What follows belongs to an exercise in optimizing a design on an open flow for small area and a short achievable clock period; a production flow would make more cautious choices. At most, simulation tests tie the RTL to the original design; equivalence was not proved.

// iq_upconverter
module iq_upconverter (
  input  logic        clk,
  input  logic        rstn,
  input  logic        en,
  input  logic [11:0] i_data,
  input  logic [11:0] q_data,
  output logic        if_valid,
  output logic [11:0] if_data
);
  logic [1:0]  q;
  logic [3:0]  ms;
  logic [5:0]  phase, phase_nx;
  assign phase    = {q, ms ^ {4{q[0]}}};
  assign phase_nx = phase + 6'd1;
  logic [1:0]  q_n;      
  logic [3:0]  ms_n;
  logic        v1, v2;   
  logic [5:0]  bo0, bt0, bn0, bo1, bt1, bn1;
  logic pp0_0_0;
  logic pp0_0_1;
  logic pp0_0_2;
  logic pp0_0_3;
  logic pp0_0_4;
  logic pp0_0_5;
  logic pp0_0_6;
  logic pp0_0_7;
  logic pp0_0_8;
  logic pp0_0_9;
  logic pp0_0_10;
  logic pp0_0_11;
  logic pp0_0_12;
  logic pp0_1_0;
  logic pp0_1_1;
  logic pp0_1_2;
  logic pp0_1_3;
  logic pp0_1_4;
  logic pp0_1_5;
  logic pp0_1_6;
  logic pp0_1_7;
  logic pp0_1_8;
  logic pp0_1_9;
  logic pp0_1_10;
  logic pp0_1_11;
  logic pp0_1_12;
  logic pp0_2_0;
  logic pp0_2_1;
  logic pp0_2_2;
  logic pp0_2_3;
  logic pp0_2_4;
  logic pp0_2_5;
  logic pp0_2_6;
  logic pp0_2_7;
  logic pp0_2_8;
  logic pp0_2_9;
  logic pp0_2_10;
  logic pp0_2_11;
  logic pp0_2_12;
  logic pp0_3_0;
  logic pp0_3_1;
  logic pp0_3_2;
  logic pp0_3_3;
  logic pp0_3_4;
  logic pp0_3_5;
  logic pp0_3_6;
  logic pp0_3_7;
  logic pp0_3_8;
  logic pp0_3_9;
  logic pp0_3_10;
  logic pp0_3_11;
  logic pp0_3_12;
  logic pp0_4_0;
  logic pp0_4_1;
  logic pp0_4_2;
  logic pp0_4_3;
  logic pp0_4_4;
  logic pp0_4_5;
  logic pp0_4_6;
  ...
Size: ~1000 cells after synthesis, roughly 180 flip-flops, roughly 40 I/O pins, ~11000 sq um of cells after synthesis.
clock: 6.0 ns
lec_check: 0
cap_margin: 20
core_margin: 2
core_utilization: 40
cts_buf_list: sky130_fd_sc_hd__clkbuf_4 sky130_fd_sc_hd__clkbuf_8
setup_slack_margin: 3.45
slew_margin: 20
synth_hierarchical: 1
standard.sh (not shown) runs the stock make flow with config.mk's settings and CLKGATE_MAP_FILE= SYNTH_SCRIPT=/design/flow/synth_recipe.tcl, a recipe that flattens the netlist after the stock synthesis.
==> flow/flow/run.sh <==
#!/bin/bash
# Layout: the standard ORFS flow (standard.sh), with two changes:
#  - the port buffers are sky130_fd_sc_hd__buf_4 cells instead of the
#    resizer's default choice (a delay cell);
#  - the repair steps may resize a cell to any drive strength, not only to a
#    cell with the same footprint.
# The output of each tool goes to the ORFS logs under orfs/logs; make's own
# output goes to standard.log here.
set -euo pipefail
bash standard.sh MATCH_CELL_FOOTPRINT=0 \
  "BUFFER_PORTS_ARGS=-buffer_cell sky130_fd_sc_hd__buf_4" \
  finish > standard.log 2>&1
Change:
--- a/flow/design.v
+++ b/flow/design.v
@@ -1138,16 +1138,16 @@
     s2_21_1 <= hc142;
     s2_22_0 <= fs128;
     s2_23_0 <= s1_23_0;
     s2_23_1 <= fc128;
   end
   logic [23:0] ra, rb;
   assign ra = {s2_23_0, s2_22_0, hs154, hs153, hs152, hs151, hs150, hs149, hs148, hs147, hs146, hs145, hs144, s2_10_2, 1'b0, 1'b0, 1'b0, 1'b0, 1'b0, 1'b0, 1'b0, 1'b0, 1'b0, 1'b0};
   assign rb = {s2_23_1, hc154, hc153, hc152, hc151, hc150, hc149, hc148, hc147, hc146, hc145, hc144, hc143, hs143, 1'b0, 1'b0, 1'b0, 1'b0, 1'b0, 1'b0, 1'b0, 1'b0, 1'b0, 1'b0};
   logic [23:0] fsum;
   assign fsum = ra + rb;
   logic [12:0] hs;   
   assign hs = fsum[23:11];
-  logic [12:0] r3;
-  always_ff @(posedge clk) r3 <= hs;
-  assign if_data = (r3[12] == r3[11]) ? r3[11:0] : {r3[12], {11{~r3[12]}}};
+  always_ff @(posedge clk) begin
+    if_data <= (hs[12] == hs[11]) ? hs[11:0] : {hs[12], {11{~hs[12]}}};
+  end
 endmodule
Global-route usage rises by 1.1 points. Die area is lower by 1.7%. Clock-buffer cell count falls by 4. Design area increases by 0.42%.
Only the layout flow was run in the first run of this note; the RTL was not checked for function there.


iq_upconverter, a different RTL version from the one above (not shown whole).
Size in the first run: roughly 1200 cells after synthesis, roughly 170 flip-flops, ~40 I/O pins.
==> flow/design.v (excerpt) <==
module iq_upconverter (
  input  logic        clk,
  input  logic        rstn,
  input  logic        en,
  input  logic [11:0] i_data,
  input  logic [11:0] q_data,
  output logic        if_valid,
  output logic [11:0] if_data
);
==> flow/config.mk <==
export PLATFORM = sky130hd
export DESIGN_NAME = iq_upconverter
export DESIGN_NICKNAME = iq_upconverter
export VERILOG_FILES = /design/flow/design.v
export SDC_FILE = /design/flow/constraint.sdc
export NUM_CORES = 4
export LEC_CHECK = 0
export CAP_MARGIN = 20
export CORE_MARGIN = 2
export CORE_UTILIZATION = 40
export SETUP_SLACK_MARGIN = 3.2
export SLEW_MARGIN = 20
==> flow/constraint.sdc <==
create_clock -name core_clock -period 6.0 [get_ports {clk}]
set_input_delay 1.2000 -clock core_clock [delete_from_list [all_inputs] [get_ports {clk}]]
set_output_delay 1.2000 -clock core_clock [all_outputs]
set_load 0.01 [all_outputs]
Scripts as last shown in full above: flow/flow/run.sh
Change:
--- a/flow/design.v
+++ b/flow/design.v
@@ -1,27 +1,23 @@
 `timescale 1ns/1ps
 module iq_upconverter (
   input  logic        clk,
   input  logic        rstn,
   input  logic        en,
   input  logic [11:0] i_data,
   input  logic [11:0] q_data,
   output logic        if_valid,
   output logic [11:0] if_data
 );
-  logic [1:0]  q;
-  logic [3:0]  ms;
-  logic [5:0]  phase, phase_nx;
-  assign phase    = {q, ms ^ {4{q[0]}}};
-  assign phase_nx = phase + 6'd1;
+  logic [5:0]  phase;    
   logic        v1, v2;   
   logic [5:0]  bo0, bt0, bn0, bo1, bt1, bn1;
   logic [23:0] kk;
   logic pp0_0_0;
   logic pp0_0_1;
   logic pp0_0_2;
   logic pp0_0_3;
   logic pp0_0_4;
   logic pp0_0_5;
   logic pp0_0_6;
   logic pp0_0_7;
   logic pp0_0_8;
@@ -589,44 +585,41 @@
   logic s2_18_0;
   logic s2_18_1;
   logic s2_18_2;
   logic s2_19_0;
   logic s2_20_0;
   logic s2_21_0;
   logic s2_21_1;
   logic s2_22_0;
   logic s2_23_0;
   logic s2_23_1;
   always_ff @(posedge clk or negedge rstn) begin
     if (!rstn) begin
-      q        <= 2'd0;
-      ms       <= 4'd0;
+      phase    <= 6'd0;
       v1       <= 1'b0;
       v2       <= 1'b0;
       if_valid <= 1'b0;
     end else begin
-      if (en) begin
-        q  <= phase_nx[5:4];
-        ms <= phase_nx[3:0] ^ {4{phase_nx[4]}};
-      end
+      if (en) phase <= phase + 6'd1;
       v1       <= en;
       v2       <= v1;
       if_valid <= v2;
     end
   end
-  logic [3:0] mc;
+  logic [3:0] ms, mc;
   logic       sc, s1;
+  assign ms = phase[3:0] ^ {4{phase[4]}};
   assign mc = ~ms;
-  assign sc = q[1] ^ q[0];
-  assign s1 = ~q[1];
+  assign sc = phase[5] ^ phase[4];
+  assign s1 = ~phase[5];
   logic [5:0] mo_c, mt_c, mn_c, mo_s, mt_s, mn_s;
   always_comb begin
     case (mc)
       4'd0: begin mo_c = 6'b000010; mt_c = 6'b001100; mn_c = 6'b000100; end
       4'd1: begin mo_c = 6'b011110; mt_c = 6'b000000; mn_c = 6'b000110; end
       4'd2: begin mo_c = 6'b000101; mt_c = 6'b010000; mn_c = 6'b000100; end
       4'd3: begin mo_c = 6'b111110; mt_c = 6'b000001; mn_c = 6'b011101; end
       4'd4: begin mo_c = 6'b110111; mt_c = 6'b001000; mn_c = 6'b010111; end
       4'd5: begin mo_c = 6'b100010; mt_c = 6'b000100; mn_c = 6'b000010; end
       4'd6: begin mo_c = 6'b111011; mt_c = 6'b000000; mn_c = 6'b001001; end
       4'd7: begin mo_c = 6'b111001; mt_c = 6'b000100; mn_c = 6'b000001; end
       4'd8: begin mo_c = 6'b100111; mt_c = 6'b010000; mn_c = 6'b000110; end
Cell count came out lower by about 0.34%.
Setup slack gets worse by 0.14 ns.
Via count came out lower by about 3%.
Non-clock buffer count came out lower by 47.
Final area came out higher by about 5%.
Routed wire length came out lower by 1.1%.
Synthesized cell count came out higher by about 3.5%.
Core utilization came out higher by 0.55 points.
No run of this note included a check of the RTL's function; only the layout flow was run.

-- afterwards: timing with drivers on the ports --
Ports are ideal in the flow. The routed layouts listed here were re-timed in OpenROAD. Step 1, drivers: a clkbuf_16 drives clk and a buf_2 each remaining input, both assumed. Step 2 times the ports against the registers' clock, not the clock port: input delays grow and output delays shrink by t, the midpoint of the rising clock arrivals with the driver on. a / b / c = no drivers / after step 1 / after step 2; a / b = the first two.
| run | shift t [ns] | slack for setup (ns) | worst setup path at the end |
|---|---|---|---|
| the first run of note 1 | 0.514 | 3.221 / 3.177 / 2.982 | input to register |
| the second run of note 1 | 0.507 | 3.502 / 3.502 / 3.005 | input to register |
| the first run of note 2 | 0.493 | 3.138 / 3.138 / 2.946 | input to register |
| the second run of note 2 | 0.478 | 2.999 / 2.999 / 2.731 | input to register |
After both steps every run listed still meets setup and hold. The setup slack of the second run of note 1, which loses most, moves by 0.000 ns with the drivers and by -0.497 ns with both steps.
